This design comes from an exercise in tuning for small area and a short achievable clock period on the open sky130 flow, not from production work.
The RTL was checked by simulation tests, not by an equivalence proof against the original design.
Power and IR drop assume default switching activity.

==> flow/design.v <==
package jt1942_obj_pkg;
    localparam int         OBJ_AW     = 8;
    localparam int         OBJ_DW     = 4;
    localparam logic [3:0] OBJ_TRANSP = 4'hf;
    typedef enum logic {
        CLR = 1'b0,
        RUN = 1'b1
    } obj_state_t;
endpackage
module jt1942_objpxl_ram
#(
    parameter int   AW    = jt1942_obj_pkg::OBJ_AW,
    parameter int   DW    = jt1942_obj_pkg::OBJ_DW,
    parameter logic DRAW0 = 1'b0
) (
    input  logic          clk,
    input  logic          rst,
    input  logic          swap,      
    input  logic [AW-1:0] rd_a,      
    input  logic [AW-1:0] lk_a,      
    output logic [DW-1:0] rd_n,
    input  logic          we,
    input  logic [AW-1:0] wa,
    input  logic [DW-1:0] wd
);
    localparam int N  = 2**AW;
    localparam int LW = AW / 2;
    localparam int HW = AW - LW;
    logic [(2**LW)-1:0] r_lo, w_lo_n;
    logic [(2**HW)-1:0] r_hi, w_hi_n;
    logic [DW-1:0]      mem [N];
    logic               draw;      
    logic [AW-1:0]      ra;
    always_ff @(posedge clk or negedge rst) begin
        if (!rst)      draw <= DRAW0;
        else if (swap) draw <= !draw;
    end
    assign ra = draw ? lk_a : rd_a;
    logic [(2**HW)-1:0] w_hi;
    logic [N-1:0]       wen;
    always_comb begin
        for (int j = 0; j < 2**LW; j++) begin
            r_lo[j] = (ra[LW-1:0] == LW'(j));
            w_lo_n[j] = (wa[LW-1:0] != LW'(j));
        end
        for (int g = 0; g < 2**HW; g++) begin
            r_hi[g] = (ra[AW-1:LW] == HW'(g));
            w_hi[g] = (wa[AW-1:LW] == HW'(g));
        end
    end
    for (genvar g = 0; g < 2**HW; g++) begin : g_whi
        jt1942_objpxl_nand2 u (.a (we), .b (w_hi[g]), .y (w_hi_n[g]));
    end
    for (genvar i = 0; i < N; i++) begin : g_word
        jt1942_objpxl_nor2 u_wen (.a (w_hi_n[i >> LW]), .b (w_lo_n[i % (2**LW)]), .y (wen[i]));
        always_ff @(posedge clk) begin
            if (wen[i]) mem[i] <= wd;
        end
    end
    for (genvar b = 0; b < DW; b++) begin : g_bit
        logic [15:0] l3;    
        for (genvar g = 0; g < 16; g++) begin : g_grp
            logic [5:0] l1;     
            logic [1:0] l2;     
            for (genvar p = 0; p < 5; p++) begin : g_l1
                jt1942_objpxl_aoi222 u (
                    .a1 (r_lo[3*p]),   .b1 (mem[16*g+3*p][b]),
                    .a2 (r_lo[3*p+1]), .b2 (mem[16*g+3*p+1][b]),
                    .a3 (r_lo[3*p+2]), .b3 (mem[16*g+3*p+2][b]),
                    .y  (l1[p])
                );
            end
            jt1942_objpxl_nand2 u_l1_5 (.a (r_lo[15]), .b (mem[16*g+15][b]), .y (l1[5]));
            jt1942_objpxl_nand3 u_l2_0 (.a (l1[0]), .b (l1[1]), .c (l1[2]), .y (l2[0]));
            jt1942_objpxl_nand3 u_l2_1 (.a (l1[3]), .b (l1[4]), .c (l1[5]), .y (l2[1]));
            jt1942_objpxl_oai21 u_l3 (.a1 (l2[0]), .a2 (l2[1]), .b1 (r_hi[g]), .y (l3[g]));
        end
        logic [3:0] l4;     
        for (genvar q = 0; q < 4; q++) begin : g_l4
            jt1942_objpxl_nand4 u (.a (l3[4*q]), .b (l3[4*q+1]), .c (l3[4*q+2]), .d (l3[4*q+3]), .y (l4[q]));
        end
        jt1942_objpxl_nor4 u_l5 (.a (l4[0]), .b (l4[1]), .c (l4[2]), .d (l4[3]), .y (rd_n[b]));
    end
endmodule
module jt1942_objpxl_aoi222 (
    input  logic a1, b1, a2, b2, a3, b3,
    output logic y
);
    assign y = !((a1 && b1) || (a2 && b2) || (a3 && b3));
endmodule
module jt1942_objpxl_nand2 (input logic a, b, output logic y);
    assign y = !(a && b);
endmodule
module jt1942_objpxl_nand3 (input logic a, b, c, output logic y);
    assign y = !(a && b && c);
endmodule
module jt1942_objpxl_nand4 (input logic a, b, c, d, output logic y);
    assign y = !(a && b && c && d);
endmodule
module jt1942_objpxl_nor2 (input logic a, b, output logic y);
    assign y = !(a || b);
endmodule
module jt1942_objpxl_nor3 (input logic a, b, c, output logic y);
    assign y = !(a || b || c);
endmodule
module jt1942_objpxl_nor4 (input logic a, b, c, d, output logic y);
    assign y = !(a || b || c || d);
endmodule
module jt1942_objpxl_a22o (input logic a1, a2, b1, b2, output logic x);
    assign x = (a1 && a2) || (b1 && b2);
endmodule
module jt1942_objpxl_o221ai (input logic a1, a2, b1, b2, c1, output logic y);
    assign y = !((a1 || a2) && (b1 || b2) && c1);
endmodule
module jt1942_objpxl_oai21 (input logic a1, a2, b1, output logic y);
    assign y = !((a1 || a2) && b1);
endmodule
module jt1942_objpxl_buf
#(
    parameter int            AW     = jt1942_obj_pkg::OBJ_AW,
    parameter int            DW     = jt1942_obj_pkg::OBJ_DW,
    parameter logic [DW-1:0] TRANSP = jt1942_obj_pkg::OBJ_TRANSP
) (
    input  logic          clk,
    input  logic          rst,
    input  logic          cen6,
    input  logic          flip,
    input  logic [8:0]    H,
    input  logic          HINIT,
    input  logic          LHBL,
    input  logic [8:0]    posx,
    input  logic [DW-1:0] new_pxl,
    output logic          busy,
    output logic [DW-1:0] obj_pxl
);
    jt1942_obj_pkg::obj_state_t state;
    logic [AW-1:0] clr_a;
    logic          wsel;        
    logic          run_cen;
    logic [AW-1:0] rd_a;
    logic [AW-1:0] wr_a;
    logic          wr_ok;
    logic          unused_h8;
    logic          pend_req;
    logic          pend_bank;
    logic          pend_ok;
    logic          pend_fwd;
    logic          cr [2];     
    logic [DW-1:0] pend_rd_n [2];
    logic [AW-1:0] pend_a;
    logic [DW-1:0] pend_d;
    logic          q_valid;
    logic          q_bank;
    logic [AW-1:0] q_a;
    logic [DW-1:0] q_d;
    logic          quirk;
    logic          commit;
    logic          flush;
    logic          q_hit;
    logic [AW-1:0] d_a;         
    logic [DW-1:0] d_d;         
    logic          d_fwd;
    logic [DW-1:0] b_rd_n [2];
    logic          b_clr  [2];
    logic          b_we   [2];
    logic [AW-1:0] b_wa   [2];
    logic [DW-1:0] b_wd   [2];
    assign rd_a      = H[AW-1:0] ^ {AW{flip}};
    assign wr_a      = posx[AW-1:0];
    assign wr_ok     = !posx[8] && (new_pxl != TRANSP);
    assign run_cen   = (state == jt1942_obj_pkg::RUN) && cen6;
    assign unused_h8 = H[8];
    assign busy      = (state == jt1942_obj_pkg::CLR);
    always_ff @(posedge clk or negedge rst) begin
        if (!rst) state <= jt1942_obj_pkg::CLR;
        else if (state == jt1942_obj_pkg::CLR && clr_a == '1) state <= jt1942_obj_pkg::RUN;
    end
    always_ff @(posedge clk or negedge rst) begin
        if (!rst)                              clr_a <= '0;
        else if (state == jt1942_obj_pkg::CLR) clr_a <= clr_a + 1'b1;
    end
    assign pend_ok = !pend_fwd && ((pend_bank ? pend_rd_n[1] : pend_rd_n[0]) == '0);
    assign quirk  = pend_req && pend_ok && (pend_bank != wsel);
    assign commit = pend_req && pend_ok && (pend_bank == wsel);
    assign flush  = q_valid && (q_bank == wsel);
    assign q_hit  = q_valid && (q_bank != wsel) && (q_a == rd_a);
    assign d_a    = (pend_bank == wsel) ? pend_a : q_a;
    assign d_d    = (pend_bank == wsel) ? pend_d : q_d;
    assign d_fwd  = (commit || flush) && (d_a == wr_a);
    always_comb begin
        for (int k = 0; k < 2; k++) begin
            b_clr[k] = (state == jt1942_obj_pkg::CLR) || (wsel != 1'(k));
            if (state == jt1942_obj_pkg::CLR) begin
                b_we[k] = 1'b1;
                b_wa[k] = clr_a;
            end else if (wsel != 1'(k)) begin
                b_we[k] = cen6;
                b_wa[k] = rd_a;
            end else begin
                b_we[k] = cen6 && ((q_valid && q_bank == 1'(k)) ||
                                   (cr[k] && pend_rd_n[k] == '0));
                b_wa[k] = d_a;
            end
            b_wd[k] = d_d | {DW{b_clr[k]}};
        end
    end
    logic          rs0_n, rs1_n;    
    logic [DW-1:0] px_keep;         
    logic [DW-1:0] obj_pxl_d;
    assign rs0_n   = !(run_cen && LHBL && !q_hit && wsel);
    assign rs1_n   = !(run_cen && LHBL && !q_hit && !wsel);
    assign px_keep = run_cen ? ((!LHBL) ? TRANSP : q_hit ? q_d : '0) : obj_pxl;
    for (genvar b = 0; b < DW; b++) begin : g_out
        jt1942_objpxl_o221ai u_px (
            .a1 (rs0_n), .a2 (b_rd_n[0][b]),
            .b1 (rs1_n), .b2 (b_rd_n[1][b]),
            .c1 (!px_keep[b]),
            .y  (obj_pxl_d[b])
        );
    end
    for (genvar g = 0; g < 2; g++) begin : g_bank
        jt1942_objpxl_ram #(.AW(AW), .DW(DW), .DRAW0(g == 0)) u_ram (
            .clk  (clk),
            .rst  (rst),
            .swap (run_cen && HINIT),
            .rd_a (rd_a),
            .lk_a (wr_a),
            .rd_n (b_rd_n[g]),
            .we  (b_we[g]),
            .wa  (b_wa[g]),
            .wd  (b_wd[g])
        );
    end
    always_ff @(posedge clk or negedge rst) begin
        if (!rst) obj_pxl <= TRANSP;
        else      obj_pxl <= obj_pxl_d;
    end
    always_ff @(posedge clk or negedge rst) begin
        if (!rst) begin
            wsel     <= 1'b0;
            pend_req <= 1'b0;
            q_valid  <= 1'b0;
            cr[0]    <= 1'b0;
            cr[1]    <= 1'b0;
        end else if (run_cen) begin
            if (HINIT) wsel <= ~wsel;
            cr[0]    <= wr_ok && !wsel && !HINIT && !d_fwd;
            cr[1]    <= wr_ok && wsel && !HINIT && !d_fwd;
            pend_req <= wr_ok;
            if (quirk)               q_valid <= 1'b1;
            else if (q_hit || flush) q_valid <= 1'b0;
        end
    end
    always_ff @(posedge clk) begin
        if (run_cen) begin
            pend_bank <= wsel;
            pend_fwd  <= d_fwd;
            pend_rd_n[0] <= b_rd_n[0];
            pend_rd_n[1] <= b_rd_n[1];
            pend_a    <= wr_a;
            pend_d    <= new_pxl;
            if (quirk) begin
                q_bank <= pend_bank;
                q_a    <= pend_a;
                q_d    <= pend_d;
            end
        end
    end
endmodule
==> flow/run.sh <==
#!/bin/bash
# synth_recipe.tcl (not shown) runs the flow's synth.tcl, then flattens the netlist and writes it again
# the make line also repeats each setting of config.mk as NAME=value (left out here)
make -C /OpenROAD-flow-scripts/flow DESIGN_CONFIG=/design/flow/config.mk WORK_HOME=/design/flow/orfs CLKGATE_MAP_FILE= SYNTH_SCRIPT=/design/flow/synth_recipe.tcl finish
==> flow/config.mk <==
export PLATFORM = sky130hd
export DESIGN_NAME = jt1942_objpxl_buf
export DESIGN_NICKNAME = jt1942_objpxl_buf
export VERILOG_FILES = /design/flow/design.v
export SDC_FILE = /design/flow/constraint.sdc
export NUM_CORES = 4
export LEC_CHECK = 0
export CAP_MARGIN = 20
export CELL_PAD_IN_SITES_DETAIL_PLACEMENT = 1
export CELL_PAD_IN_SITES_GLOBAL_PLACEMENT = 1
export CORE_MARGIN = 2
export CORE_UTILIZATION = 60
export CTS_BUF_LIST = sky130_fd_sc_hd__clkbuf_4 sky130_fd_sc_hd__clkbuf_8
export CTS_CLUSTER_DIAMETER = 80
export CTS_CLUSTER_SIZE = 14
export PLACE_DENSITY = 0.68
export SETUP_SLACK_MARGIN = 2.6
export SLEW_MARGIN = 20
export SYNTH_HIERARCHICAL = 1
export SYNTH_MINIMUM_KEEP_SIZE = 0
export TNS_END_PERCENT = 10
==> flow/constraint.sdc <==
create_clock -name core_clock -period 5.5 [get_ports {clk}]
set_input_delay 1.1000 -clock core_clock [delete_from_list [all_inputs] [get_ports {clk}]]
set_output_delay 1.1000 -clock core_clock [all_outputs]
set_load 0.01 [all_outputs]
==> results of run 1 <==
[area by class of cell]
class | instances | area, um^2
fill | 10490 | 39140
clock inverter | 15 | 140.1
multi-input combinational | 2167 | 16470
sequential | 2103 | 63070
antenna | 5 | 12.51
timing repair buffer | 356 | 4315
tap | 1662 | 2079
inverter | 18 | 67.56
clock buffer | 177 | 2392
[per-stage QoR]
step	worst slack, ns	hold slack, ns	total power, mW	instance area (um^2)	util [%]
6_report	1.690	0.4627	27.55	88550	69.35
5_1_grt	1.803	0.4798	28.13	88540	69.34
4_1_cts	2.013	0.4589	27.39	86350	67.62
3_5_place_dp	0.1867	0.4339	19.85	81430	63.78
3_3_place_gp	0.1512	0.4313	19.81	81410	63.76
2_1_floorplan	1.339	0.4264	18.81	77520	-
[cell families after synthesis]
kind of cell    count (synthesis)  share of synthesized area (%)
flops                        2103                          81.65
mux                            16                         0.2155
compound gates                905                          10.41
simple gates                 1205                          7.066
fa+ha+maj                       1                        0.01620
buf+inv                        36                         0.2414
xor+xnor                       31                         0.3953
[registers in the layout, indices dropped and copies added, names as in the netlist, 4 cells and up]
register          count
clr_a                 8
g_bank.u_ram.mem   2048
obj_pxl               4
pend_a                8
pend_d                4
pend_rd_n             8
q_a                   8
q_d                   4
[worst max path at each step]
stage / from / to / slack (ns) / cells past startpoint
floorplan: flip / pend_rd_n[1][0] / 1.34 / 9
global placement: H[3] / pend_rd_n[1][3] / 0.15 / 12
detailed placement: H[3] / obj_pxl[2] / 0.19 / 13
CTS: flip / obj_pxl[0] / 2.01 / 14
global route: flip / obj_pxl[0] / 1.80 / 14
finish: flip / obj_pxl[0] / 1.69 / 14
[modules after synthesis, one instance, submodules excluded, excerpt]
module | flops+latches | copies in the design | cells inside | area (um^2)
jt1942_objpxl_oai21 | 0 | 128 | 1 | 5.005
jt1942_objpxl_aoi222 | 0 | 640 | 1 | 10.01
jt1942_objpxl_nand4 | 0 | 32 | 1 | 6.256
jt1942_objpxl_o221ai | 0 | 4 | 1 | 15.01
jt1942_objpxl_nand2 | 0 | 160 | 1 | 3.754
jt1942_objpxl_nor4 | 0 | 8 | 1 | 12.51
[what timing repair did]
item,in CTS,in global routing
pin swaps,64,113
buffers inserted,65,77
resized for setup,429,286
setup endpoints to repair,2065,2646
cloned,18,22
[Yosys cell counts, types with 3 or more instances]
master	number	area (um^2)
a211oi_1	4	30.03
a21o_1	7	52.55
a21o_2	4	35.03
a21oi_1	11	55.05
a221oi_1	3	26.28
a222oi_1	640	6406
a22oi_1	64	480.5
buf_4	3	22.52
buf_6	5	56.30
clkbuf_1	8	30.03
dfrtp_1	15	375.4
dfstp_2	5	131.4
edfxtp_1	2083	62550
inv_1	17	63.81
mux2_2	5	56.30
mux2i_1	11	110.1
nand2_1	218	818.3
nand2b_1	9	56.30
nand3_1	285	1426
nand3b_1	24	180.2
nand4_1	37	231.5
nor2_1	554	2079
nor2b_1	10	62.56
nor3_1	17	85.08
nor4_1	6	37.54
nor4_2	8	100.1
o21ai_0	24	120.1
o21ai_1	128	640.6
o221ai_2	4	60.06
o22ai_1	4	25.02
o2bb2ai_1	3	26.28
or3_4	8	90.09
or3b_1	8	70.07
or3b_4	16	180.2
xnor2_1	9	78.83
xor2_1	19	166.4
[report_power, final]
part           internal [mW]  total, mW  switching (mW)
combinational          0.880       2.47            1.59
clock                   2.86       7.75            4.89
sequential              17.3       17.3   0.00000000193
total                   21.1       27.5            6.48
[cell usage in the layout, fill, tap and decap left out, drive strengths merged, types with 10 or more instances in the layout]
cell type      instances
a222oi               640
nand3                285
o21ai                152
dfrtp                 15
buf                  310
a21oi                 11
nor3                  17
nand3b                24
xor2                  23
nand2                226
a22oi                 64
nand4                 37
clkbuf               191
nor2b                 10
clkdlybuf4s50         18
nor2                 555
edfxtp              2083
mux2i                 11
inv                   23
or3b                  24
nor4                  14
a21o                  11
[metal layers]
metal / track usage (%) / vias up / routed length (um)
li1: - / 19580 / -
met1: 44.10 / 24510 / 83720
met2: 58.70 / 3052 / 120700
met3: 6.211 / 691 / 23610
met4: 20.75 / 8 / 18550
met5: 0 / - / 48
==> results.sh, run 1 <==
export IMPL_synth_edf_count=2083
export IMPL_fmax_ghz=0.2625
export IMPL_ff2ff_path_depth=10
export IMPL_synth_async_reset_ratio_pct=0.9510
export IMPL_die_width_um=362.8
export IMPL_synthCells=4297
export IMPL_first_global_vias=48640
export IMPL_worst_endpoint_required_ns=6.34
export IMPL_critPathMaxFanout=14
export IMPL_cts_max_path_buffers=3
export IMPL_path_class="in -> reg"
export IMPL_cts_root_buf="clkbuf_8"
export IMPL_worstHoldStart="pend_a[2]"
export IMPL_stdcell_count=6503
export IMPL_tns_ns=0
export IMPL_ir_drop_mv=0.3021
export IMPL_cp_end_kind="flop"
export IMPL_drcViolationCount=0
export IMPL_setup_violations=0
export IMPL_drv_cap=0
export IMPL_fin_crit_sh_pct=69.27
export IMPL_syn_nets=4326
export IMPL_syn_avg_cell_area_um2=17.97
export IMPL_crit_arrival_ns=4.65
export IMPL_place_gp_congestion=0.9196
export IMPL_grt_pass1_wl_mm=334.6
export IMPL_whs_path_depth=0
export IMPL_hp_class="reg -> reg"
export IMPL_tightestPinTransition_ns=1.213
export IMPL_track_usage_pct=35.38
export IMPL_path_buf_inv=5
export IMPL_cp_start_kind="input pin"
export IMPL_antenna_found_initial=8
export IMPL_vias_per_cell=7.358
export IMPL_reg2reg_slack_ns=1.79
export IMPL_num_vias=47850
export IMPL_core_area_um2=127700
export IMPL_skew_ns=0.04072
export IMPL_cts_sinks=2103
export IMPL_firstDrtPassIters=11
export IMPL_dp_cells=6122
export IMPL_worstPathCellList="buf_6 > buf_12 > xor2_4 > buf_6 > nand3b_1 > a22oi_2 > buf_6 > a222oi_1 > nand3_1 > o21ai_1 > nand4_1 > nor4_2 > buf_4 > o221ai_2"
export IMPL_wirelength_mm=246.7
export IMPL_clock_latency_ns=0.95
export IMPL_status="finished clean"
export IMPL_crit_family="simple AND/OR/NAND/NOR gates"
export IMPL_final_hold_viol_count=0
export IMPL_grt_max_degree=231
export IMPL_period_minus_slack_ns=3.810
export IMPL_clk_pin_slew_ns=0.10
export IMPL_yosysWarnings=26
export IMPL_avgRoutedWirePerCell_um=37.93
export IMPL_slew_violations=0
export IMPL_area_delta_synth_final_pct=14.66
export IMPL_ys_seq_area_share_pct=81.65
export IMPL_ys_types=53
export IMPL_fp_dieArea_um2=131600
export IMPL_worst_hold_path_endpoint="q_a[2]"
export IMPL_dp_hpwl_mm=135.6
export IMPL_ctsHoldBuffers=0
export IMPL_slowest_delay_ns=0.57
export IMPL_overflow=0
export IMPL_cts_tree="done"
export IMPL_drive_gt1_share_pct=20.76
export IMPL_fin_nets=4843
export IMPL_worst_path_most_repeated_cell="buf_6"
export IMPL_power_leakage_nw=20.26
export IMPL_synthesis_area_um2=77230
export IMPL_io_pins=33
export IMPL_htreeDepth=4
export IMPL_io_buffer_count=31
export IMPL_cts_buffers_inserted=168
export IMPL_crit_path_top_delay_cell="a222oi_1"
export IMPL_ys_ff_latch=2103
export IMPL_r2r_end="obj_pxl[0]"
export IMPL_initial_utilization_pct=60.48
export IMPL_rows=131
export IMPL_synth_top_flop_cell="edfxtp_1"
export IMPL_p_per_area_nw_per_um2=311.1
export IMPL_ant_nets=0
export IMPL_rsz0062_at_grt="yes"
export IMPL_first_iter_violations=8471
export IMPL_r2r_start="g_bank[1].u_ram.draw"
export IMPL_slew_headroom_pct=19.16
export IMPL_fp_dieH_um=362.8
==> run 2: changes to the inputs <==
--- a/flow/design.v
+++ b/flow/design.v
@@ -22,5 +22,6 @@
     input  logic          we,
     input  logic [AW-1:0] wa,
-    input  logic [DW-1:0] wd
+    input  logic          dw,        
+    input  logic [DW-1:0] dd         
 );
     localparam int N  = 2**AW;
@@ -52,8 +53,16 @@
         jt1942_objpxl_nand2 u (.a (we), .b (w_hi[g]), .y (w_hi_n[g]));
     end
+    logic [DW-1:0] dd_n;
+    logic [DW-1:0] wd [2**HW];
+    assign dd_n = ~dd;
+    for (genvar g = 0; g < 2**HW; g++) begin : g_wd
+        for (genvar b = 0; b < DW; b++) begin : g_b
+            jt1942_objpxl_nand2 u (.a (dw), .b (dd_n[b]), .y (wd[g][b]));
+        end
+    end
     for (genvar i = 0; i < N; i++) begin : g_word
         jt1942_objpxl_nor2 u_wen (.a (w_hi_n[i >> LW]), .b (w_lo_n[i % (2**LW)]), .y (wen[i]));
         always_ff @(posedge clk) begin
-            if (wen[i]) mem[i] <= wd;
+            if (wen[i]) mem[i] <= wd[i >> LW];
         end
     end
@@ -165,5 +174,4 @@
     logic          b_we   [2];
     logic [AW-1:0] b_wa   [2];
-    logic [DW-1:0] b_wd   [2];
     assign rd_a      = H[AW-1:0] ^ {AW{flip}};
     assign wr_a      = posx[AW-1:0];
@@ -202,5 +210,4 @@
                 b_wa[k] = d_a;
             end
-            b_wd[k] = d_d | {DW{b_clr[k]}};
         end
     end
@@ -229,5 +236,6 @@
             .we  (b_we[g]),
             .wa  (b_wa[g]),
-            .wd  (b_wd[g])
+            .dw  (!b_clr[g]),
+            .dd  (d_d)
         );
     end
--- a/flow/config.mk
+++ b/flow/config.mk
@@ -8,5 +8,5 @@
 export CAP_MARGIN = 20
 export CELL_PAD_IN_SITES_DETAIL_PLACEMENT = 1
-export CELL_PAD_IN_SITES_GLOBAL_PLACEMENT = 1
+export CELL_PAD_IN_SITES_GLOBAL_PLACEMENT = 2
 export CORE_MARGIN = 2
 export CORE_UTILIZATION = 60
@@ -15,5 +15,5 @@
 export CTS_CLUSTER_SIZE = 14
 export PLACE_DENSITY = 0.68
-export SETUP_SLACK_MARGIN = 2.6
+export SETUP_SLACK_MARGIN = 1.8
 export SLEW_MARGIN = 20
 export SYNTH_HIERARCHICAL = 1
==> run 2 against run 1 <==
Effect of this change:
- synthesized cell count rose by 2.8%
- combinational power fell by 15%
- area after synthesis rose by 0.61%
- sequential cell count did not move
- power fell by 1.3%
- clock power barely moved
- wire length fell by 3.7%
- critical path depth fell by 1
- critical endpoint is now obj_pxl[1]
- largest cell class unchanged
==> results.sh, run 2 <==
export IMPL_status="finished clean"
export IMPL_critPathMaxFanout=13
export IMPL_pre_cts_ws_ns=0.1546
export IMPL_firstDrtPassIters=9
export IMPL_mostFrequentLayoutCells="2083 x edfxtp_1, 640 x a222oi_1, 356 x nor2_1"
export IMPL_p_per_area_nw_per_um2=317.1
export IMPL_synth_area_leaders="edfxtp_1 81%, a222oi_1 8.2%, nor2_1 2.6%"
export IMPL_rows=132
export IMPL_ys_ff_latch=2103
export IMPL_cts_max_path_buffers=3
export IMPL_tns_ns=0
export IMPL_overflow=0
export IMPL_path_class="in -> reg"
export IMPL_num_vias=48090
export IMPL_synth_top_area_share_pct=80.50
export IMPL_initial_utilization_pct=60.24
export IMPL_slew_headroom_pct=20.80
export IMPL_yosysWarnings=26
export IMPL_combPwrFrac_pct=7.8
export IMPL_period_minus_slack_ns=3.886
export IMPL_avgRoutedWirePerCell_um=36.12
export IMPL_first_global_vias=48780
export IMPL_synth_compound_area_share_pct=10.23
export IMPL_final_hold_viol_count=0
export IMPL_whs_path_depth=0
export IMPL_largest_reg_flops=2048
export IMPL_dp_hpwl_mm=153.9
export IMPL_switching_share_pct=22.39
export IMPL_cts_sinks=2103
export IMPL_cp_start_kind="input pin"
export IMPL_skew_ns=0.04109
export IMPL_synthCells=4416
export IMPL_hp_class="reg -> reg"
export IMPL_synth_async_reset_ratio_pct=0.9510
export IMPL_grt_pass1_wl_mm=338.9
export IMPL_ys_seq_area_share_pct=81.16
export IMPL_cts_buffers_inserted=169
export IMPL_worst_endpoint_required_ns=6.37
export IMPL_io_pins=33
export IMPL_synth_common_cells="2083 x edfxtp_1, 640 x a222oi_1, 544 x nor2_1"
export IMPL_drive_gt1_share_pct=15.33
export IMPL_ys_types=57
export IMPL_ant_nets=0
export IMPL_core_area_um2=129000
export IMPL_synth_xor_area_share_pct=0.4718
export IMPL_synthAdderAreaFrac_pct=0.01610
export IMPL_first_iter_violations=8862
export IMPL_place_gp_congestion=0.8621
export IMPL_p_seq_share_pct=63.7
export IMPL_slew_violations=0
export IMPL_synthesis_area_um2=77700
export IMPL_synth_edf_count=2083
export IMPL_drcViolationCount=0
export IMPL_cp_end_kind="flop"
export IMPL_clk_pin_slew_ns=0.09
export IMPL_postPlaceCellArea_um2=81980
export IMPL_cts_root_buf="clkbuf_8"
export IMPL_synthMuxAreaShare_pct=0.1626
export IMPL_clock_latency_ns=0.96
export IMPL_yosysMostFrequentCell="edfxtp_1"
export IMPL_wirelength_mm=237.5
export IMPL_track_usage_pct=35.96
export IMPL_antenna_found_initial=16
export IMPL_area_delta_synth_final_pct=10.32
export IMPL_fp_dieArea_um2=132400
export IMPL_synth_top_flop_cell="edfxtp_1"
export IMPL_syn_avg_cell_area_um2=17.59
export IMPL_vias_per_cell=7.315
export IMPL_synth_top_family_by_area="compound AO/OA/AOI/OAI gates"
export IMPL_final_common_cell="edfxtp_1"
export IMPL_fin_nets=4821
export IMPL_setup_violations=0
export IMPL_ir_drop_mv=0.2880
export IMPL_rsz0062_at_grt="yes"
export IMPL_syn_nets=4445
export IMPL_die_width_um=363.9
export IMPL_finish_instance_area_um2=85720
export IMPL_fmax_ghz=0.2573
export IMPL_tightestPinTransition_ns=1.187
export IMPL_intPower_mw=21.09
export IMPL_p_sw_mw=6.085
export IMPL_crit_arrival_ns=4.76
export IMPL_htreeDepth=4
export IMPL_fp_dieH_um=363.9
export IMPL_io_buffer_count=31
export IMPL_synth_area_leader_cell="edfxtp_1"
export IMPL_yosys_area_share_simple_pct=7.728
export IMPL_fin_crit_sh_pct=70.66
export IMPL_power_leakage_nw=19.01
export IMPL_regMostFlops="g_bank.u_ram.mem"
export IMPL_ff2ff_path_depth=9
export IMPL_drv_cap=0
export IMPL_grt_max_degree=65
export IMPL_cts_tree="done"
export IMPL_p_clk_share_pct=28.5
export IMPL_setup_ws_ns=1.614
[run 2: cell count changes after synthesis, moves of 5 or more]
cell and delta:
nand2_1 +134, nand3_1 -5, xnor2_1 +9, nor2_1 -10, o21ai_0 -9
[run 2: routing by layer]
layer	global-route usage, %	share of wire [%]	up-vias	routed length (um)
met3	7.776	13	488	30340
met1	51.37	37	24840	88100
met4	13.17	3.6	12	8538
li1	-	-	19630	-
met2	55.26	46	3120	110400
met5	0	0.033	-	78
[run 2: worst paths after layout]
path                                      start                    to  slack, ns
min reg2reg                           pend_d[2]                q_d[2]       0.47
min in group asynchronous                   rst  g_bank[1].u_ram.draw       0.56
max                                        flip            obj_pxl[1]       1.61
max in group asynchronous                   rst                 state       4.59
max reg2reg                g_bank[0].u_ram.draw            obj_pxl[1]       1.65
min                                   pend_d[2]                q_d[2]       0.47
[run 2: logic make-up (layout without fill, tap and decap cells)]
logic type               count (synthesis)  after routing
XOR/XNOR                                38             38
AND/OR/NAND/NOR                       1338           1338
adder cells (fa/ha/maj)                  1              1
buffers and inverters                   35            440
AO/OA/AOI/OAI                          889            889
flip-flops                            2103           2103
other                                    0             11
multiplexers                            12             12
[run 2: timing repair]
item	CTS	global route
gates resized for setup	113	157
hold buffers	0	0
endpoints found under the setup margin	2042	1983
gates cloned	4	0
buffers inserted	25	0
pin swaps	52	2
[run 2: power by group through the flow]
stage	clock [mW]	combinational [mW]	sequential (mW)
global route	8.34	2.21	17.3
finish	7.75	2.11	17.3
CTS	7.84	2.07	17.3
detailed placement	0	1.98	17.7
floorplan	0	1.13	17.7
global placement	0	1.93	17.7
[run 2: area by class of cell]
class / instances / area [um^2]
clock inverters: 11 / 88.84
clock buffers: 189 / 2514
repair buffers: 222 / 2283
inverters: 18 / 68.82
multi-input cells: 2278 / 15490
diodes: 11 / 27.53
flip-flops and latches: 2103 / 63060
fillers: 10890 / 43270
well taps: 1742 / 2180
[run 2: per-stage QoR]
step / hold slack, ns / power, mW / util [%] / instances
after global placement: 0.4312 / 19.61 / 63.51 / 6330
after CTS: 0.4661 / 27.24 / 66.11 / 6563
after global routing: 0.4707 / 27.86 / 66.44 / 6569
after detailed placement: 0.4452 / 19.67 / 63.55 / 6334
after floorplan: 0.4262 / 18.82 / - / 4416
final: 0.4675 / 27.18 / 66.45 / 6574
[run 2: worst max-delay path: stages]
cell	delay [ns]
dlygate4sd2_1	0.26
buf_12	0.17
xor2_4	0.20
buf_4	0.21
nand3b_1	0.26
a22oi_2	0.28
buf_6	0.25
a222oi_1	0.44
nand3_1	0.18
o21ai_2	0.34
nand4_1	0.50
nor4_4	0.42
o221ai_2	0.13
[run 2: modules after synthesis, one instance, submodules excluded, a selection]
module | area, um^2 | copies in the design
jt1942_objpxl_buf | 2898 | 1
jt1942_objpxl_o221ai | 15.01 | 4
jt1942_objpxl_nor4 | 12.51 | 8
jt1942_objpxl_aoi222 | 10.01 | 640
jt1942_objpxl_nand4 | 6.256 | 32
jt1942_objpxl_nand3 | 5.005 | 256
jt1942_objpxl_oai21 | 5.005 | 128
jt1942_objpxl_nand2 | 3.754 | 288
jt1942_objpxl_nor2 | 3.754 | 512
==> run 3: changes to the inputs <==
--- a/flow/config.mk
+++ b/flow/config.mk
@@ -10,10 +10,10 @@
 export CELL_PAD_IN_SITES_GLOBAL_PLACEMENT = 2
 export CORE_MARGIN = 2
-export CORE_UTILIZATION = 60
+export CORE_UTILIZATION = 65
 export CTS_BUF_LIST = sky130_fd_sc_hd__clkbuf_4 sky130_fd_sc_hd__clkbuf_8
 export CTS_CLUSTER_DIAMETER = 80
 export CTS_CLUSTER_SIZE = 14
-export PLACE_DENSITY = 0.68
-export SETUP_SLACK_MARGIN = 1.8
+export PLACE_DENSITY = 0.72
+export SETUP_SLACK_MARGIN = 2.0
 export SLEW_MARGIN = 20
 export SYNTH_HIERARCHICAL = 1
==> run 3 against run 2 <==
Effect of this change:
- design area increased by 1.1%
- combinational power up 9%
- maximum frequency is 0.55% lower
- non-clock buffer count is 55 higher
- die area fell by 7.6%
- power increased by 1.7%
- synthesized cell count stayed put
- sequential cell count unchanged
- area after synthesis stayed put
- register-to-register slack got worse by 0.02 ns
==> results.sh, run 3 <==
export IMPL_status="finished clean"
export IMPL_crit_family="buffers and inverters"
export IMPL_worst_path_most_repeated_cell="buf_4"
export IMPL_synth_async_reset_ratio_pct=0.9510
export IMPL_num_vias=50430
export IMPL_grt_pass1_wl_mm=362.7
export IMPL_critPathMaxFanout=6
export IMPL_cp_end_kind="flop"
export IMPL_yosysMostFrequentCell="edfxtp_1"
export IMPL_synthesis_area_um2=77700
export IMPL_clock_latency_ns=0.95
export IMPL_ir_drop_mv=0.3517
export IMPL_ant_nets=0
export IMPL_die_width_um=349.7
export IMPL_htreeDepth=4
export IMPL_drcViolationCount=0
export IMPL_mostFrequentLayoutCells="2083 x edfxtp_1, 640 x a222oi_1, 324 x nand2_1"
export IMPL_slew_headroom_pct=28.05
export IMPL_hold_slack_ns=0.1541
export IMPL_cts_buffers_inserted=168
export IMPL_synth_area_leaders="edfxtp_1 81%, a222oi_1 8.2%, nor2_1 2.6%"
export IMPL_worstPathCellList="buf_8 > buf_12 > xor2_4 > buf_6 > or3b_4 > buf_4 > a22oi_2 > bufbuf_16 > buf_4 > a222oi_1 > nand3_1 > o21ai_1 > nand4_1 > nor4_4 > buf_4 > o221ai_4"
export IMPL_first_global_vias=51670
export IMPL_slew_violations=0
export IMPL_final_hold_viol_count=0
export IMPL_syn_avg_cell_area_um2=17.59
export IMPL_hp_class="in -> async"
export IMPL_clk_pin_slew_ns=0.10
export IMPL_core_area_um2=118200
export IMPL_synth_area_leader_cell="edfxtp_1"
export IMPL_synth_edf_count=2083
export IMPL_fp_dieArea_um2=122300
export IMPL_dp_hpwl_mm=154.0
export IMPL_tns_ns=0
export IMPL_setup_violations=0
export IMPL_initial_utilization_pct=65.71
export IMPL_rsz0062_at_grt="yes"
export IMPL_vias_per_cell=7.831
export IMPL_tightestPinTransition_ns=1.078
export IMPL_period_minus_slack_ns=3.908
export IMPL_final_common_cell="edfxtp_1"
export IMPL_cts_max_path_buffers=3
export IMPL_syn_nets=4445
export IMPL_rows=126
export IMPL_ys_ff_latch=2103
export IMPL_fp_dieH_um=349.7
export IMPL_cp_start_kind="input pin"
export IMPL_track_usage_pct=42.28
export IMPL_cts_sinks=2103
export IMPL_drive_gt1_share_pct=17.81
export IMPL_first_iter_violations=10850
export IMPL_slowest_delay_ns=0.58
export IMPL_synthCells=4416
export IMPL_stdcell_count=6440
export IMPL_p_per_area_nw_per_um2=319.0
export IMPL_antenna_found_initial=18
export IMPL_place_gp_congestion=0.8904
export IMPL_crit_arrival_ns=4.76
export IMPL_power_leakage_nw=19.54
export IMPL_skew_ns=0.03582
export IMPL_firstDrtPassIters=12
export IMPL_wirelength_mm=256.7
export IMPL_ys_types=57
export IMPL_io_buffer_count=31
export IMPL_path_class="in -> reg"
export IMPL_worst_endpoint_required_ns=6.35
export IMPL_grt_max_degree=65
export IMPL_area_delta_synth_final_pct=11.56
export IMPL_synth_top_area_share_pct=80.50
export IMPL_fin_nets=4875
export IMPL_overflow=0
export IMPL_regMostFlops="g_bank.u_ram.mem"
export IMPL_ys_seq_area_share_pct=81.16
export IMPL_synth_common_cells="2083 x edfxtp_1, 640 x a222oi_1, 544 x nor2_1"
export IMPL_fmax_ghz=0.2559
export IMPL_largest_reg_flops=2048
export IMPL_path_buf_inv=7
export IMPL_io_pins=33
export IMPL_fin_crit_sh_pct=71.05
export IMPL_cts_root_buf="clkbuf_8"
export IMPL_drv_cap=0
export IMPL_synth_top_flop_cell="edfxtp_1"
export IMPL_cts_tree="done"
export IMPL_avgRoutedWirePerCell_um=39.86
export IMPL_final_core_util_pct=73.31
export IMPL_dp_cells=6127
export IMPL_yosysWarnings=26
export IMPL_crit_path_top_delay_cell="a222oi_1"
==> run 3: stage by stage <==
step                worst slack [ns]  instance area [um^2]  total power, mW
finish                         1.592                 86680            27.65
global route                   1.654                 86670            28.14
CTS                            1.804                 86090            27.45
detailed placement            0.2176                 81770            19.69
global placement              0.2527                 81750            19.61
floorplan                      1.334                 77930            18.82
==> run 3: layer usage <==
metal,part of all wire [%],GRT usage [%],vias to the layer above
met2,46,64.52,4545
met3,16,12.64,908
met1,33,55.76,25190
met4,5.6,22.04,14
met5,0.069,0,-
li1,-,-,19780
==> run 3: path summary, 6_finish.rpt <==
path	from	endpoint	slack (ns)	depth (start not counted)
worst max register to register	g_bank[1].u_ram.draw	obj_pxl[2]	1.63	10
min in group core_clock	pend_d[2]	q_d[2]	0.47	0
max in group asynchronous	rst	g_bank[1].u_ram.draw	4.89	1
worst min register to register	pend_d[2]	q_d[2]	0.47	0
worst max-delay path	flip	obj_pxl[2]	1.59	16
worst min-delay path	rst	clr_a[2]	0.15	1
==> run 3: modules after synthesis (local to each module, per instance), a selection <==
module                cell area, um^2  cells  flip-flops and latches
jt1942_objpxl_buf                2898    266                      53
jt1942_objpxl_o221ai            15.01      1                       0
jt1942_objpxl_nor4              12.51      1                       0
jt1942_objpxl_aoi222            10.01      1                       0
jt1942_objpxl_nand4             6.256      1                       0
jt1942_objpxl_nand3             5.005      1                       0
jt1942_objpxl_oai21             5.005      1                       0
jt1942_objpxl_nand2             3.754      1                       0
jt1942_objpxl_nor2              3.754      1                       0
==> run 3: power breakdown <==
part	switching, mW	internal, mW	total [mW]	leakage (nW)
combinational	1.43	0.861	2.29	6.06
clock	4.89	3.15	8.04	1.46
sequential	0	17.3	17.3	12.0
==> run 3: cell families after synthesis <==
| kind of cell | count (synthesis) | share of synthesized area, % |
|---|---|---|
| buf+inv | 35 | 0.2351 |
| flops | 2103 | 81.16 |
| compound gates | 889 | 10.23 |
| mux | 12 | 0.1626 |
| fa+ha+maj | 1 | 0.01610 |
| simple gates | 1338 | 7.728 |
| xor+xnor | 38 | 0.4718 |
==> run 3: cell type report <==
cell class | count | area (um^2)
antenna | 9 | 22.52
fill | 9590 | 31560
clock buffer | 212 | 2693
clock inverter | 7 | 70.07
inverter | 18 | 72.57
tap | 1536 | 1922
timing repair buffer | 277 | 3083
sequential | 2103 | 63070
multi-input combinational | 2278 | 15760
==> run 3: timing repair <==
item,4_1_cts,5_1_grt
setup endpoints to repair,2126,2013
cloned,15,0
hold buffers,0,0
endpoints found under the hold margin,0,0
buffers inserted,65,5
resized for setup,208,184
pin swaps,80,11
==> run 4: changes to the inputs <==
--- a/flow/design.v
+++ b/flow/design.v
@@ -17,11 +17,12 @@
     input  logic          rst,
     input  logic          swap,      
+    input  logic          clr,       
     input  logic [AW-1:0] rd_a,      
     input  logic [AW-1:0] lk_a,      
     output logic [DW-1:0] rd_n,
-    input  logic          we,
-    input  logic [AW-1:0] wa,
-    input  logic          dw,        
-    input  logic [DW-1:0] dd         
+    input  logic [AW-1:0] rw_a,      
+    input  logic [AW-1:0] da,        
+    input  logic [DW-1:0] dd,        
+    input  logic          we
 );
     localparam int N  = 2**AW;
@@ -37,5 +38,11 @@
         else if (swap) draw <= !draw;
     end
+    logic               dw;        
+    logic [AW-1:0]      wa;
+    logic [DW-1:0]      wd;
     assign ra = draw ? lk_a : rd_a;
+    assign dw = draw && !clr;
+    assign wa = dw ? da : rw_a;
+    assign wd = dd | {DW{!dw}};
     logic [(2**HW)-1:0] w_hi;
     logic [N-1:0]       wen;
@@ -53,16 +60,8 @@
         jt1942_objpxl_nand2 u (.a (we), .b (w_hi[g]), .y (w_hi_n[g]));
     end
-    logic [DW-1:0] dd_n;
-    logic [DW-1:0] wd [2**HW];
-    assign dd_n = ~dd;
-    for (genvar g = 0; g < 2**HW; g++) begin : g_wd
-        for (genvar b = 0; b < DW; b++) begin : g_b
-            jt1942_objpxl_nand2 u (.a (dw), .b (dd_n[b]), .y (wd[g][b]));
-        end
-    end
     for (genvar i = 0; i < N; i++) begin : g_word
         jt1942_objpxl_nor2 u_wen (.a (w_hi_n[i >> LW]), .b (w_lo_n[i % (2**LW)]), .y (wen[i]));
         always_ff @(posedge clk) begin
-            if (wen[i]) mem[i] <= wd[i >> LW];
+            if (wen[i]) mem[i] <= wd;
         end
     end
@@ -167,11 +166,10 @@
     logic          flush;
     logic          q_hit;
-    logic [AW-1:0] d_a;         
-    logic [DW-1:0] d_d;         
+    logic [AW-1:0] da;          
+    logic [DW-1:0] dd;          
+    logic [AW-1:0] rw_a;        
     logic          d_fwd;
     logic [DW-1:0] b_rd_n [2];
-    logic          b_clr  [2];
     logic          b_we   [2];
-    logic [AW-1:0] b_wa   [2];
     assign rd_a      = H[AW-1:0] ^ {AW{flip}};
     assign wr_a      = posx[AW-1:0];
@@ -193,20 +191,15 @@
     assign flush  = q_valid && (q_bank == wsel);
     assign q_hit  = q_valid && (q_bank != wsel) && (q_a == rd_a);
-    assign d_a    = (pend_bank == wsel) ? pend_a : q_a;
-    assign d_d    = (pend_bank == wsel) ? pend_d : q_d;
-    assign d_fwd  = (commit || flush) && (d_a == wr_a);
+    assign d_fwd  = (commit || flush) && (da == wr_a);
+    assign rw_a   = (state == jt1942_obj_pkg::CLR) ? clr_a : rd_a;
     always_comb begin
         for (int k = 0; k < 2; k++) begin
-            b_clr[k] = (state == jt1942_obj_pkg::CLR) || (wsel != 1'(k));
             if (state == jt1942_obj_pkg::CLR) begin
                 b_we[k] = 1'b1;
-                b_wa[k] = clr_a;
             end else if (wsel != 1'(k)) begin
                 b_we[k] = cen6;
-                b_wa[k] = rd_a;
             end else begin
                 b_we[k] = cen6 && ((q_valid && q_bank == 1'(k)) ||
                                    (cr[k] && pend_rd_n[k] == '0));
-                b_wa[k] = d_a;
             end
         end
@@ -231,11 +224,12 @@
             .rst  (rst),
             .swap (run_cen && HINIT),
+            .clr  (state == jt1942_obj_pkg::CLR),
             .rd_a (rd_a),
             .lk_a (wr_a),
+            .rw_a (rw_a),
+            .da   (da),
+            .dd   (dd),
             .rd_n (b_rd_n[g]),
-            .we  (b_we[g]),
-            .wa  (b_wa[g]),
-            .dw  (!b_clr[g]),
-            .dd  (d_d)
+            .we   (b_we[g])
         );
     end
@@ -268,4 +262,6 @@
             pend_a    <= wr_a;
             pend_d    <= new_pxl;
+            da        <= !HINIT ? wr_a    : quirk ? pend_a : q_a;
+            dd        <= !HINIT ? new_pxl : quirk ? pend_d : q_d;
             if (quirk) begin
                 q_bank <= pend_bank;
--- a/flow/config.mk
+++ b/flow/config.mk
@@ -10,9 +10,8 @@
 export CELL_PAD_IN_SITES_GLOBAL_PLACEMENT = 2
 export CORE_MARGIN = 2
-export CORE_UTILIZATION = 65
+export CORE_UTILIZATION = 60
 export CTS_BUF_LIST = sky130_fd_sc_hd__clkbuf_4 sky130_fd_sc_hd__clkbuf_8
-export CTS_CLUSTER_DIAMETER = 80
-export CTS_CLUSTER_SIZE = 14
-export PLACE_DENSITY = 0.72
+export CTS_CLUSTER_SIZE = 16
+export PLACE_DENSITY = 0.68
 export SETUP_SLACK_MARGIN = 2.0
 export SLEW_MARGIN = 20
==> run 4 against run 3 <==
Effect of this change:
- cell count is 9.4% higher
- maximum frequency is 2.0% higher
- utilization is 2.3 points lower
- via count is 0.28% higher
- sequential share of layout area is 3.0 points lower
- synthesized cell count is 0.88% lower
- hold slack better by 0.32 ns
- critical path depth is 2 lower
==> results.sh, run 4 <==
export IMPL_fin_crit_sh_pct=69.67
export IMPL_cts_tree="done"
export IMPL_antenna_found_initial=7
export IMPL_period_minus_slack_ns=3.832
export IMPL_regMostFlops="g_bank.u_ram.mem"
export IMPL_rows=131
export IMPL_syn_avg_cell_area_um2=17.73
export IMPL_path_class="reg -> reg"
export IMPL_status="finished clean"
export IMPL_synthCells=4377
export IMPL_ys_ff_latch=2115
export IMPL_synth_edf_count=2095
export IMPL_ir_drop_mv=0.3282
export IMPL_ant_nets=0
export IMPL_cts_buffers_inserted=339
export IMPL_synth_async_reset_ratio_pct=0.9456
export IMPL_die_width_um=363.6
export IMPL_crit_arrival_ns=4.77
export IMPL_mostFrequentLayoutCells="2095 x edfxtp_1, 640 x a222oi_1, 603 x nor2_1"
export IMPL_num_vias=50580
export IMPL_wirelength_mm=260.5
export IMPL_setup_violations=0
export IMPL_cts_sinks=2115
export IMPL_worstPathCellList="buf_4 > nor3_2 > a21oi_4 > buf_12 > buf_6 > nor2_4 > buf_6 > a222oi_1 > nand3_1 > o21ai_2 > nand4_1 > nor4_2 > buf_4 > o221ai_2"
export IMPL_htreeDepth=5
export IMPL_postPlaceCellArea_um2=81980
export IMPL_yosysMostFrequentCell="edfxtp_1"
export IMPL_place_gp_congestion=0.8459
export IMPL_clock_latency_ns=1.04
export IMPL_worst_endpoint_required_ns=6.44
export IMPL_critPathMaxFanout=16
export IMPL_synth_top_flop_cell="edfxtp_1"
export IMPL_initial_utilization_pct=60.61
export IMPL_fp_dieArea_um2=132200
export IMPL_core_area_um2=128000
export IMPL_overflow=0
export IMPL_firstDrtPassIters=10
export IMPL_final_common_cell="edfxtp_1"
export IMPL_synth_area_leader_cell="edfxtp_1"
export IMPL_rsz0062_at_grt="yes"
export IMPL_drv_cap=0
export IMPL_first_iter_violations=9351
export IMPL_p_per_area_nw_per_um2=366.7
export IMPL_avgRoutedWirePerCell_um=36.98
export IMPL_synthesis_area_um2=77590
export IMPL_slew_violations=0
export IMPL_fin_nets=5126
export IMPL_syn_nets=4406
export IMPL_ys_seq_area_share_pct=81.73
export IMPL_cp_start_kind="flop"
export IMPL_slew_headroom_pct=12.07
export IMPL_fmax_ghz=0.2610
export IMPL_tns_ns=0
export IMPL_area_delta_synth_final_pct=17.21
export IMPL_first_global_vias=51900
export IMPL_ys_types=58
export IMPL_setup_ws_ns=1.668
export IMPL_synth_area_leaders="edfxtp_1 81%, a222oi_1 8.3%, nor2_1 3.2%"
export IMPL_crit_path_top_delay_cell="dfstp_4"
export IMPL_grt_max_degree=233
export IMPL_cp_end_kind="flop"
export IMPL_power_leakage_nw=22.18
export IMPL_slowest_delay_ns=0.68
export IMPL_io_buffer_count=31
export IMPL_io_pins=33
export IMPL_final_hold_viol_count=0
export IMPL_pre_cts_ws_ns=0.05195
export IMPL_clk_pin_slew_ns=0.07
export IMPL_finish_instance_area_um2=90940
export IMPL_cts_root_buf="clkbuf_8"
export IMPL_yosysWarnings=20
export IMPL_grt_pass1_wl_mm=362.4
export IMPL_ctsHoldBuffers=0
export IMPL_skew_ns=0.06327
export IMPL_synth_common_cells="2095 x edfxtp_1, 654 x nor2_1, 640 x a222oi_1"
export IMPL_fp_dieH_um=363.6
export IMPL_drcViolationCount=0
export IMPL_hp_class="reg -> reg"
export IMPL_largest_reg_flops=2048
export IMPL_tightestPinTransition_ns=1.319
export IMPL_dp_hpwl_mm=143.5
export IMPL_track_usage_pct=38.63
export IMPL_vias_per_cell=7.181
export IMPL_cts_max_path_buffers=4
export IMPL_synth_top_area_share_pct=81.08
export IMPL_drive_gt1_share_pct=20.51
-- run 4: area by class of cell --
type / instances / area, um^2
sequential: 2115 / 63430
tap: 1729 / 2163
fill: 10620 / 37070
antenna: 4 / 10.01
clock inverter: 109 / 790.8
inverter: 39 / 148.9
multi-input combinational: 2230 / 15100
timing repair buffer: 372 / 3797
clock buffer: 445 / 5505
-- run 4: path summary, 6_finish.rpt --
path | from | end | slack (ns) | cells after the start
max | g_bank[0].u_ram.draw | obj_pxl[2] | 1.67 | 14
min | pend_req | pend_req | 0.47 | 2
max reg2reg | g_bank[0].u_ram.draw | obj_pxl[2] | 1.67 | 14
min reg2reg | pend_req | pend_req | 0.47 | 2
max in group asynchronous | rst | g_bank[1].u_ram.draw | 4.16 | 1
min in group asynchronous | rst | cr[1] | 0.61 | 1
-- run 4: what timing repair did --
| action | 4_1_cts | 5_1_grt |
|---|---|---|
| pin swaps | 124 | 106 |
| gates cloned | 33 | 7 |
| setup endpoints to repair | 2765 | 1307 |
| gates resized for setup | 129 | 79 |
| buffers inserted | 108 | 60 |
-- run 4: per-module statistics from Yosys, one instance, submodules excluded, a selection --
module,cells inside,area [um^2],flip-flops and latches
jt1942_objpxl_o221ai,1,15.01,0
jt1942_objpxl_nand4,1,6.256,0
jt1942_objpxl_nand3,1,5.005,0
jt1942_objpxl_nand2,1,3.754,0
jt1942_objpxl_nor4,1,12.51,0
jt1942_objpxl_buf,259,3009,65
jt1942_objpxl_oai21,1,5.005,0
jt1942_objpxl_aoi222,1,10.01,0
jt1942_objpxl_nor2,1,3.754,0
-- run 4: layer usage --
metal | wire length [um] | vias up | share of wire [%] | track usage [%]
met5 | 45 | - | 0.017 | 0
met2 | 125400 | 3729 | 48 | 62.99
met4 | 20790 | 6 | 8.0 | 27.17
li1 | - | 20320 | - | -
met1 | 85860 | 25560 | 33 | 46.81
met3 | 28340 | 958 | 11 | 7.436
-- run 4: critical path, delay by kind of cell (launching register included) --
family | cells | cell delay (ns)
AND/OR/NAND/NOR | 5 | 1.12
flip-flops | 1 | 0.68
AO/OA/AOI/OAI | 4 | 0.95
buffers and inverters | 5 | 0.98
-- run 4: through the flow --
| stage | hold WS (ns) | util [%] | std cells | total power [mW] |
|---|---|---|---|---|
| floorplan | 0.4196 | - | 4377 | 18.94 |
| global placement | 0.4567 | 64.04 | 6277 | 19.99 |
| detailed placement | 0.4659 | 64.04 | 6277 | 20.04 |
| CTS | 0.4807 | 70.36 | 6972 | 33.16 |
| global route | 0.5219 | 71.04 | 7040 | 34.04 |
| finish | 0.4747 | 71.04 | 7043 | 33.35 |
-- run 4: kinds of logic (layout without fill, tap and decap cells) --
family                   count (synthesis)  after routing  share of synthesized area [%]
AND/OR/NAND/NOR                       1287           1318                          7.265
multiplexers                             5              5                        0.06612
XOR/XNOR                                35             36                         0.4290
flip-flops                            2115           2115                          81.73
AO/OA/AOI/OAI                          870            870                          10.09
buffers and inverters                   64            965                         0.3999
adder cells (fa/ha/maj)                  1              1                        0.01612
other                                    0              4                              0
-- run 4: power breakdown --
group	internal [mW]	switching, mW
clock	7.02	6.07
combinational	0.957	1.84
sequential	17.5	0.00000000305
total	25.4	7.92
==> run 5: changes to the inputs <==
--- a/flow/design.v
+++ b/flow/design.v
@@ -18,5 +18,6 @@
     input  logic          swap,      
     input  logic          clr,       
-    input  logic [AW-1:0] rd_a,      
+    input  logic [AW-1:0] rd_h,      
+    input  logic          flip,      
     input  logic [AW-1:0] lk_a,      
     output logic [DW-1:0] rd_n,
@@ -40,9 +41,9 @@
     logic               dw;        
     logic [AW-1:0]      wa;
-    logic [DW-1:0]      wd;
-    assign ra = draw ? lk_a : rd_a;
+    assign ra = draw ? lk_a : (rd_h ^ {AW{flip}});
     assign dw = draw && !clr;
     assign wa = dw ? da : rw_a;
-    assign wd = dd | {DW{!dw}};
+    logic [DW-1:0]      dd_n;
+    assign dd_n = ~dd;
     logic [(2**HW)-1:0] w_hi;
     logic [N-1:0]       wen;
@@ -60,8 +61,14 @@
         jt1942_objpxl_nand2 u (.a (we), .b (w_hi[g]), .y (w_hi_n[g]));
     end
+    logic [DW-1:0] wd [2**HW];
+    for (genvar g = 0; g < 2**HW; g++) begin : g_wd
+        for (genvar b = 0; b < DW; b++) begin : g_b
+            jt1942_objpxl_nand2 u (.a (dw), .b (dd_n[b]), .y (wd[g][b]));
+        end
+    end
     for (genvar i = 0; i < N; i++) begin : g_word
         jt1942_objpxl_nor2 u_wen (.a (w_hi_n[i >> LW]), .b (w_lo_n[i % (2**LW)]), .y (wen[i]));
         always_ff @(posedge clk) begin
-            if (wen[i]) mem[i] <= wd;
+            if (wen[i]) mem[i] <= wd[i >> LW];
         end
     end
@@ -225,5 +232,6 @@
             .swap (run_cen && HINIT),
             .clr  (state == jt1942_obj_pkg::CLR),
-            .rd_a (rd_a),
+            .rd_h (H[AW-1:0]),
+            .flip (flip),
             .lk_a (wr_a),
             .rw_a (rw_a),
--- a/flow/config.mk
+++ b/flow/config.mk
@@ -10,8 +10,8 @@
 export CELL_PAD_IN_SITES_GLOBAL_PLACEMENT = 2
 export CORE_MARGIN = 2
-export CORE_UTILIZATION = 60
+export CORE_UTILIZATION = 55
 export CTS_BUF_LIST = sky130_fd_sc_hd__clkbuf_4 sky130_fd_sc_hd__clkbuf_8
 export CTS_CLUSTER_SIZE = 16
-export PLACE_DENSITY = 0.68
+export PLACE_DENSITY = 0.64
 export SETUP_SLACK_MARGIN = 2.0
 export SLEW_MARGIN = 20
==> run 5 against run 4 <==
Effect of this change:
- combinational power is 43% lower
- hold slack got worse by 0.40 ns
- area after synthesis up 1.8%
- first-iteration DRC count decreased by 8.9%
- largest power group unchanged
==> results.sh, run 5 <==
export IMPL_fp_dieArea_um2=146700
export IMPL_ys_seq_area_share_pct=80.28
export IMPL_fmax_ghz=0.2589
export IMPL_antenna_found_initial=14
export IMPL_htreeDepth=5
export IMPL_drive_gt1_share_pct=19.87
export IMPL_grt_pass1_wl_mm=363.9
export IMPL_final_hold_viol_count=0
export IMPL_die_width_um=383.0
export IMPL_avgRoutedWirePerCell_um=35.45
export IMPL_syn_nets=4547
export IMPL_cts_root_buf="clkbuf_8"
export IMPL_cts_buffers_inserted=347
export IMPL_tns_ns=0
export IMPL_r2r_start="g_bank[1].u_ram.draw"
export IMPL_synth_top_area_share_pct=79.63
export IMPL_ant_nets=0
export IMPL_hold_slack_ns=0.07884
export IMPL_power_leakage_nw=22.22
export IMPL_yosysWarnings=22
export IMPL_period_minus_slack_ns=3.862
export IMPL_largest_reg_flops=2048
export IMPL_mostFrequentLayoutCells="2095 x edfxtp_1, 640 x a222oi_1, 562 x nor2_1"
export IMPL_synth_area_leader_cell="edfxtp_1"
export IMPL_cts_sinks=2115
export IMPL_finish_instance_area_um2=92090
export IMPL_regMostFlops="g_bank.u_ram.mem"
export IMPL_place_gp_congestion=0.8255
export IMPL_fp_dieH_um=383.0
export IMPL_postPlaceCellArea_um2=83630
export IMPL_cts_tree="done"
export IMPL_synthesis_area_um2=79000
export IMPL_drv_cap=0
export IMPL_critPathMaxFanout=12
export IMPL_core_area_um2=143100
export IMPL_ctsHoldBuffers=0
export IMPL_synth_top_flop_cell="edfxtp_1"
export IMPL_report_power_total_mw=31.66
export IMPL_crit_arrival_ns=4.78
export IMPL_nFillCells=12550
export IMPL_slew_violations=0
export IMPL_tightestPinTransition_ns=1.055
export IMPL_first_iter_violations=8521
export IMPL_setup_violations=0
export IMPL_p_per_area_nw_per_um2=343.8
export IMPL_grt_max_degree=65
export IMPL_final_common_cell="edfxtp_1"
export IMPL_ir_drop_mv=0.2474
export IMPL_path_class="reg -> reg"
export IMPL_first_global_vias=51110
export IMPL_initial_utilization_pct=55.19
export IMPL_wirelength_mm=259.8
export IMPL_clk_pin_slew_ns=0.07
export IMPL_synth_common_cells="2095 x edfxtp_1, 640 x a222oi_1, 629 x nor2_1"
export IMPL_clock_latency_ns=1.06
export IMPL_io_buffer_count=31
export IMPL_cp_start_kind="flop"
export IMPL_firstDrtPassIters=10
export IMPL_setup_worst_path_start="g_bank[1].u_ram.draw"
export IMPL_synthCells=4518
export IMPL_hp_class="in -> async"
export IMPL_final_core_util_pct=64.34
export IMPL_drcViolationCount=0
export IMPL_yosysMostFrequentCell="edfxtp_1"
export IMPL_rows=139
export IMPL_synth_async_reset_ratio_pct=0.9456
export IMPL_dp_hpwl_mm=148.3
export IMPL_overflow=0
export IMPL_skew_ns=0.07578
export IMPL_ys_types=60
export IMPL_cts_max_path_buffers=4
export IMPL_synth_edf_count=2095
export IMPL_io_pins=33
export IMPL_worst_endpoint_required_ns=6.42
export IMPL_vias_per_cell=6.926
export IMPL_cp_end_kind="flop"
export IMPL_track_usage_pct=34.97
export IMPL_rsz0062_at_grt="yes"
export IMPL_area_delta_synth_final_pct=16.57
export IMPL_ys_ff_latch=2115
export IMPL_fin_crit_sh_pct=70.21
export IMPL_fin_nets=5223
export IMPL_slew_headroom_pct=28.77
export IMPL_status="finished clean"
export IMPL_syn_avg_cell_area_um2=17.49
export IMPL_synth_area_leaders="edfxtp_1 80%, a222oi_1 8.1%, nor2_1 3.0%"
export IMPL_num_vias=50760
[run 5: layout make-up]
| type | count | area [um^2] | share of cell area [%] |
|---|---|---|---|
| sequential | 2115 | 63420 | 68.87 |
| multi-input combinational | 2352 | 16070 | 17.45 |
| clock buffer | 458 | 5634 | 6.118 |
| timing repair buffer | 349 | 3931 | 4.269 |
| tap | 1903 | 2381 | 2.586 |
| clock inverter | 116 | 519.2 | 0.5639 |
| inverter | 29 | 112.6 | 0.1223 |
| antenna | 7 | 17.52 | 0.01902 |
[run 5: worst max-delay path, stage by stage, from the launching register on]
cell      delay, ns
dfrtp_4        0.53
buf_12         0.16
and3b_2        0.22
nor3_4         0.21
buf_12         0.16
buf_12         0.14
nor2_4         0.13
a222oi_1       0.50
nand3_1        0.17
o21ai_2        0.21
nand4_1        0.61
nor4_4         0.41
buf_4          0.20
o221ai_2       0.10
[run 5: cells by family after synthesis]
family | after synthesis | share of synthesized area [%]
fa+ha+maj | 1 | 0.01584
compound gates | 844 | 9.723
xor+xnor | 35 | 0.3880
buf+inv | 62 | 0.4371
mux | 27 | 0.4672
flops | 2115 | 80.28
simple gates | 1434 | 8.694
[run 5: path summary, 6_finish.rpt]
| kind | to | slack (ns) | cells past startpoint |
|---|---|---|---|
| max | obj_pxl[2] | 1.64 | 13 |
| min | wsel | 0.08 | 1 |
| max reg2reg | obj_pxl[2] | 1.64 | 13 |
| min reg2reg | clr_a[2] | 0.47 | 1 |
| max in group asynchronous | g_bank[1].u_ram.draw | 4.96 | 1 |
| min in group core_clock | clr_a[2] | 0.47 | 1 |
[run 5: power breakdown]
part / internal (mW) / switching (mW)
logic: 0.612 / 0.987
clock network: 6.64 / 5.97
registers: 17.5 / 0
[run 5: repair_timing]
action / 4_1_cts / 5_1_grt
pin swaps: 112 / 85
cloned: 24 / 6
setup buffers: 79 / 22
resized for setup: 114 / 75
setup endpoints to repair: 2408 / 2448
[run 5: Yosys stat by module, one instance, submodules excluded, a selection]
module	flops+latches	copies in the design	cells
jt1942_objpxl_aoi222	0	640	1
jt1942_objpxl_buf	65	1	226
jt1942_objpxl_nand2	0	288	1
jt1942_objpxl_nand3	0	256	1
jt1942_objpxl_nand4	0	32	1
jt1942_objpxl_nor2	0	512	1
jt1942_objpxl_nor4	0	8	1
jt1942_objpxl_o221ai	0	4	1
jt1942_objpxl_oai21	0	128	1
[run 5: stage by stage]
step,worst slack [ns],std cells
after floorplan,2.001,4518
after detailed placement,0.1968,6617
after global routing,1.651,7324
final,1.638,7329
after CTS,1.916,7294
after global placement,0.2959,6616
[run 5: per-layer routing]
layer	up-vias	global-route usage [%]	part of all wire [%]
li1	20820	-	-
met1	26280	50.10	38
met2	3169	52.54	45
met3	473	9.473	13
met4	12	11.25	3.1
met5	-	0	0.027

-- re-timing with driven ports --
Ports are ideal in the flow. The routed layouts listed here were re-timed in OpenROAD.
Step 1 (the two cells are an assumption about what drives the block):
set clk [get_ports {clk}]
set_driving_cell -lib_cell sky130_fd_sc_hd__clkbuf_16 $clk
set_driving_cell -lib_cell sky130_fd_sc_hd__buf_2 [delete_from_list [all_inputs] $clk]
Step 2 times the ports against the registers' clock, not the clock port: input delays grow and output delays shrink by t, the midpoint of the rising clock arrivals with the driver on.
a / b / c = ideal ports / drivers / drivers and shift; a / b = the first two.
| run | t, ns | slack for setup (ns) | worst hold slack (ns) | clock arrival spread, ns |
|---|---|---|---|---|
| run 1 | 1.006 | 1.690 / 1.737 / 0.732 | 0.463 / 0.463 / 0.463 | 0.047 / 0.047 |
| run 2 | 1.020 | 1.614 / 1.567 / 0.546 | 0.468 / 0.468 / 0.468 | 0.042 / 0.041 |
| run 3 | 1.022 | 1.592 / 1.628 / 0.612 | 0.154 / 0.205 / 0.466 | 0.047 / 0.047 |
| run 4 | 1.085 | 1.668 / 1.624 / 0.539 | 0.475 / 0.475 / 0.475 | 0.064 / 0.064 |
| run 5 | 1.091 | 1.638 / 1.638 / 0.640 | 0.079 / 0.175 / 0.471 | 0.086 / 0.085 |
After both steps setup and hold are still met in every run listed. The setup slack of run 4, which loses most, moves by -0.044 ns with the drivers and by -1.129 ns with both steps.
